Context: an optimization exercise on an open-source flow, tuned for small area, a short achievable clock period and few clock cycles per item. The choices shown serve that exercise and are no tape-out recipe. RTL that was checked went through simulation tests only; none was proved equivalent to the original.

Design macc_control_top, start of the top module:
module macc_control_top (
  input logic clk,
  input logic rst_n,
  input logic mac_begin,
  input logic acc_begin,
  input macc_pkg::len_t conv_len,
  input macc_pkg::filt_t filter_num,
  input macc_pkg::data_t weight_in,
  input macc_pkg::data_t ifmap_in,
  input macc_pkg::data_t external_psum,
  input macc_pkg::acc_t internal_psum,
  output logic mul_enable,
  output logic acc_enable,
  output macc_pkg::len_t cnt_a,
  output macc_pkg::filt_t cnt_b,
  output macc_pkg::acc_t accum_out,
  output logic psum_store,
  output logic mac_finish,
  output logic acc_finish
);
export LEC_CHECK = 0
export CAP_MARGIN = 20
export CORE_MARGIN = 2
export CORE_UTILIZATION = 60
export CTS_CLUSTER_DIAMETER = 100
export CTS_CLUSTER_SIZE = 25
export SETUP_SLACK_MARGIN = 4.3
export SLEW_MARGIN = 20
export SYNTH_HIERARCHICAL = 1
export SYNTH_MINIMUM_KEEP_SIZE = 0
create_clock -name core_clock -period 7.0 [get_ports {clk}]
standard.sh (not shown) runs the stock make flow with config.mk's settings and CLKGATE_MAP_FILE= SYNTH_SCRIPT=/design/flow/synth_recipe.tcl, a recipe that flattens the netlist after the stock synthesis.
==> flow/flow/run.sh <==
#!/bin/bash
# standard layout, with the port buffers made from the smallest plain buffer
set -euo pipefail
export BUFFER_PORTS_ARGS="-buffer_cell sky130_fd_sc_hd__buf_1"
bash standard.sh > standard_flow.log 2>&1
The baseline completed without violations.
Testbench counts at the start, summed over its fixed seeds: cycles 24,347, items 22,427.
Rerun with:
Settings changed: ABC_AREA from default to 1, SETUP_SLACK_MARGIN 4.3 to 4.2.
Effect: The changed run completed without violations. Synthesized cell count is higher by well over a third. Sequential share of layout area shrinks by 3.7 points. Design area rises by about a fifth. Utilization is lower by 4.0 points. Routed wire length goes up by a quarter to a third. Worst setup slack stays flat. Cell count rose by well over a third.

---

macc_control_top, a different RTL version from the one above (not shown whole).
Size: roughly 1800 cells after synthesis, about 170 flip-flops, about 150 I/O pins.
Settings: LEC_CHECK=0, ABC_CLOCK_PERIOD_IN_PS=3000, CAP_MARGIN=20, CORE_MARGIN=2, CORE_UTILIZATION=40, SETUP_SLACK_MARGIN=3.5, SLEW_MARGIN=20; clock period 7.0 ns.
run.sh (not shown) runs the stock make flow with config.mk's settings and CLKGATE_MAP_FILE= SYNTH_SCRIPT=/design/flow/synth_recipe.tcl, a recipe that flattens the netlist after the stock synthesis.
Stock flow here: none of the scripts above is used.
Testbench counts at the start, summed over its fixed seeds: cycles 24,960, items 22,427.
Next try:
--- a/flow/config.mk
+++ b/flow/config.mk
@@ -7,3 +7,2 @@
 export LEC_CHECK = 0
-export ABC_CLOCK_PERIOD_IN_PS = 3000
 export CAP_MARGIN = 20
@@ -11,3 +10,2 @@
 export CORE_UTILIZATION = 40
-export SETUP_SLACK_MARGIN = 3.5
 export SLEW_MARGIN = 20
The new run finished with timing, DRC and antenna clean; die area stays the same; routed wire length decreases by 10%; maximum frequency went down by 16%; utilization went down by 4.5 points; register-to-register slack gets worse by 0.69 ns; cell count is lower by 3.6%.

---

Another version of the RTL of macc_control_top (not shown whole).
Size: ~1400 cells after synthesis.
// macc_control_top
module macc_control_top (
  input logic clk,
  input logic rst_n,
  input logic mac_begin,
  input logic acc_begin,
  input macc_pkg::len_t conv_len,
  input macc_pkg::filt_t filter_num,
  input macc_pkg::data_t weight_in,
  input macc_pkg::data_t ifmap_in,
  input macc_pkg::data_t external_psum,
  input macc_pkg::acc_t internal_psum,
  output logic mul_enable,
  output logic acc_enable,
  output macc_pkg::len_t cnt_a,
  output macc_pkg::filt_t cnt_b,
  output macc_pkg::acc_t accum_out,
  output logic psum_store,
  output logic mac_finish,
  output logic acc_finish
);
==> flow/config.mk <==
export PLATFORM = sky130hd
export DESIGN_NAME = macc_control_top
export DESIGN_NICKNAME = macc_control_top
export VERILOG_FILES = /design/flow/design.v
export SDC_FILE = /design/flow/constraint.sdc
export NUM_CORES = 4
export LEC_CHECK = 0
export CAP_MARGIN = 20
export CORE_MARGIN = 2
export CORE_UTILIZATION = 60
export CTS_CLUSTER_DIAMETER = 100
export CTS_CLUSTER_SIZE = 25
export SETUP_SLACK_MARGIN = 4.0
export SLEW_MARGIN = 20
export SYNTH_HIERARCHICAL = 1
export SYNTH_MINIMUM_KEEP_SIZE = 0
==> flow/constraint.sdc <==
create_clock -name core_clock -period 7.0 [get_ports {clk}]
set_input_delay 1.4000 -clock core_clock [delete_from_list [all_inputs] [get_ports {clk}]]
set_output_delay 1.4000 -clock core_clock [all_outputs]
set_load 0.01 [all_outputs]
standard.sh (not shown) runs the stock make flow with config.mk's settings and CLKGATE_MAP_FILE= SYNTH_SCRIPT=/design/flow/synth_recipe.tcl, a recipe that flattens the netlist after the stock synthesis.
Scripts as last shown in full above: flow/flow/run.sh
The baseline went through all stages and came out clean.
Then changed:
--- a/flow/config.mk
+++ b/flow/config.mk
@@ -13 +13 @@
-export SETUP_SLACK_MARGIN = 4.0
+export SETUP_SLACK_MARGIN = 4.2
After rerunning: First-iteration DRC count decreases by 9.7%. Utilization increases by 1.7 points. Wire length increases by 1.4%. Hold slack hardly moves.
Function was not checked in any run of this note: the RTL went through the layout flow alone.

---

Another version of the RTL of macc_control_top (not shown whole).
For scale: about 150 I/O pins, ~14000 µm² of cells after synthesis.
// macc_control_top
module macc_control_top (
  input logic clk,
  input logic rst_n,
  input logic mac_begin,
  input logic acc_begin,
  input macc_pkg::len_t conv_len,
  input macc_pkg::filt_t filter_num,
  input macc_pkg::data_t weight_in,
  input macc_pkg::data_t ifmap_in,
  input macc_pkg::data_t external_psum,
  input macc_pkg::acc_t internal_psum,
  output logic mul_enable,
  output logic acc_enable,
  output macc_pkg::len_t cnt_a,
  output macc_pkg::filt_t cnt_b,
  output macc_pkg::acc_t accum_out,
  output logic psum_store,
  output logic mac_finish,
  output logic acc_finish
);
clock: 7.0 ns
lec_check: 0
cap_margin: 20
core_margin: 2
core_utilization: 40
setup_slack_margin: 4.0
slew_margin: 20
synth_hierarchical: 1
synth_minimum_keep_size: 0
Scripts as last shown in full above: flow/flow/run.sh
Edit:
--- a/flow/config.mk
+++ b/flow/config.mk
@@ -10 +10,3 @@
-export CORE_UTILIZATION = 40
+export CORE_UTILIZATION = 60
+export CTS_CLUSTER_DIAMETER = 100
+export CTS_CLUSTER_SIZE = 25
What happened: The new run completed with no timing, DRC or antenna violations. Cell area shrinks slightly. Cell count shrinks by a little under a tenth. Clock skew hardly moves. Routed wire length stays flat. First-iteration DRC count grows by well over a third. Flip-flop and latch count is unchanged.
No run of this note included a check of the RTL's function; only the layout flow was run.

---

RTL: one of the versions met above, not the one the previous note started from.
Size in the first run: roughly 150 I/O pins, about 15000 um2 of cells after synthesis.
Settings: LEC_CHECK=0, CAP_MARGIN=20, CORE_MARGIN=2, CORE_UTILIZATION=60, CTS_CLUSTER_DIAMETER=100, CTS_CLUSTER_SIZE=25, SETUP_SLACK_MARGIN=4.25, SLEW_MARGIN=20, SYNTH_HIERARCHICAL=1, SYNTH_MINIMUM_KEEP_SIZE=0; clock period 7.0 ns.
Scripts as last shown in full above: flow/flow/run.sh
Testbench counts at the start, summed over its fixed seeds: cycles 24,347, items 22,427.
==> next run, changes <==
Settings changed: CORE_UTILIZATION 60 to 70, PLACE_DENSITY set to 0.75, SETUP_SLACK_MARGIN 4.25 to 4.2.
The new run went through all stages and came out clean.
First-iteration DRC count drops by 23%.
Flip-flop and latch count is unchanged.
Global-route usage grows by 2.4 points.
==> next run, changes <==
Settings changed: CORE_UTILIZATION 70 to 60, GPL_ROUTABILITY_DRIVEN set to 0, PLACE_DENSITY 0.75 to not set.
What happened: The new run finished with timing, DRC and antenna clean; non-clock buffer count decreases by 40; fmax climbs slightly; cell area falls by a few percent; die area is higher by about a fifth; wire length goes down slightly; utilization falls by 12 points.

---

Setup of run 1:
Another version of the RTL of macc_control_top (not shown whole).
Size in the first run: ~150 I/O pins, about 0.014 mm^2 of cells after synthesis.
export LEC_CHECK = 0
export CAP_MARGIN = 20
export CORE_MARGIN = 2
export CORE_UTILIZATION = 60
export CTS_CLUSTER_DIAMETER = 120
export CTS_CLUSTER_SIZE = 32
export SETUP_SLACK_MARGIN = 4.0
export SLEW_MARGIN = 20
export SYNTH_HIERARCHICAL = 1
export SYNTH_MINIMUM_KEEP_SIZE = 0
create_clock -name core_clock -period 7.0 [get_ports {clk}]
Scripts as last shown in full above: flow/flow/run.sh
Testbench counts of run 1, summed over its fixed seeds: cycles 24,347, items 22,427.
#### Input delta (run 2 over run 1)
- a deleted CTS_CLUSTER_DIAMETER that had been 120
- a deleted CTS_CLUSTER_SIZE that had been 32
- a change of SETUP_SLACK_MARGIN from 4.0 to 4.1
Run 2: layout overhead on the synthesized area higher than run 1
Run 1 ended up with fewer cell instances than run 2 did.
Synthesized area came out exactly the same in run 2 and run 1.
Taking run 1 as the reference, in run 2 setup skew after layout roughly the same; setup slack after layout higher.
What run 3 does differently from run 2 at the input level:
- SETUP_SLACK_MARGIN changed from 4.1 to 4.0
- CTS_CLUSTER_SIZE newly set to 25
- CTS_CLUSTER_DIAMETER newly set to 100
[summary]
- Diff run 3..run 2 | cell area after technology mapping | unchanged
- Number of standard cells in the layout, taps in and fillers out shrinks by a few percent when moving from run 2 to run 3.
- Status: worst relative slew slack parity (run 3, run 2)
- Data required time of the worst path: run 2 vs run 3 — no meaningful difference
- In run 3 relative to run 2, number of cells upsized or downsized after cts had gone up by a few percent.
- For the setup slack of the critical path after layout, run 3 came in 24 ps lower than run 2 did.
- NOTE number of filler instances in the final layout run 2->run 3 increased by a few percent
- Critical path depth | run 3 below run 2
- Run 3 improves on run 2 in total vias in the final route.
- As far as global-route wire length before repair is concerned, run 3 and run 2 perform about the same.
- Final cell area: run 3 below run 2
Here is what was changed in the inputs of run 4 compared with run 3.
- CTS_CLUSTER_SIZE no longer set, was 25
- CTS_CLUSTER_DIAMETER no longer set, was 100
--- outcome ---
Compared run 4 vs run 3, and violation count after the first detailed-routing iteration is up in run 4. Cell count: run 4 higher than run 3. Global-route usage is higher on run 4.

[static timing again, ports no longer ideal]
No port has a modelled driver above. Below, the same layouts with a new extraction and two added sets of constraints.
Step 1: set_driving_cell puts a clkbuf_16 on clk and a buf_2 on each other input, an assumption about the parent block.
Step 2 also shifts input and output timing later by t, the mid clock arrival at the registers, as if the neighbouring blocks saw the same clock.
a / b / c = ideal ports / drivers / drivers and shift; a / b = the first two.
run | shift t [ns] | setup slack, ns | worst data-port slew with drivers (ns)
the first run of note 1 | 0.533 | 4.240 / 4.240 / 3.957 | 0.09
the second run of note 1 | 0.554 | 4.240 / 4.240 / 4.240 | 0.06
the first run of note 2 | 0.506 | 3.374 / 3.374 / 3.374 | 0.05
the second run of note 2 | 0.501 | 2.684 / 2.684 / 2.684 | 0.06
the first run of note 3 | 0.534 | 4.087 / 4.087 / 4.087 | 0.06
the second run of note 3 | 0.534 | 4.212 / 4.212 / 4.212 | 0.08
the first run of note 4 | 0.589 | 4.038 / 4.038 / 3.792 | 0.06
the second run of note 4 | 0.519 | 4.038 / 4.038 / 3.887 | 0.05
the first run of note 5 | 0.534 | 4.245 / 4.245 / 3.942 | 0.07
the second run of note 5 | 0.522 | 4.229 / 4.229 / 3.944 | 0.07
the third run of note 5 | 0.526 | 4.240 / 4.240 / 3.936 | 0.09
run 1 | 0.530 | 4.062 / 4.062 / 3.911 | 0.05
run 2 | 0.561 | 4.075 / 4.075 / 3.878 | 0.05
run 3 | 0.536 | 4.051 / 4.051 / 3.912 | 0.05
run 4 | 0.560 | 4.046 / 4.046 / 3.897 | 0.06
After both steps every run listed still meets setup and hold. The setup slack of the third run of note 5, which loses most, moves by 0.000 ns with the drivers and by -0.304 ns with both steps.
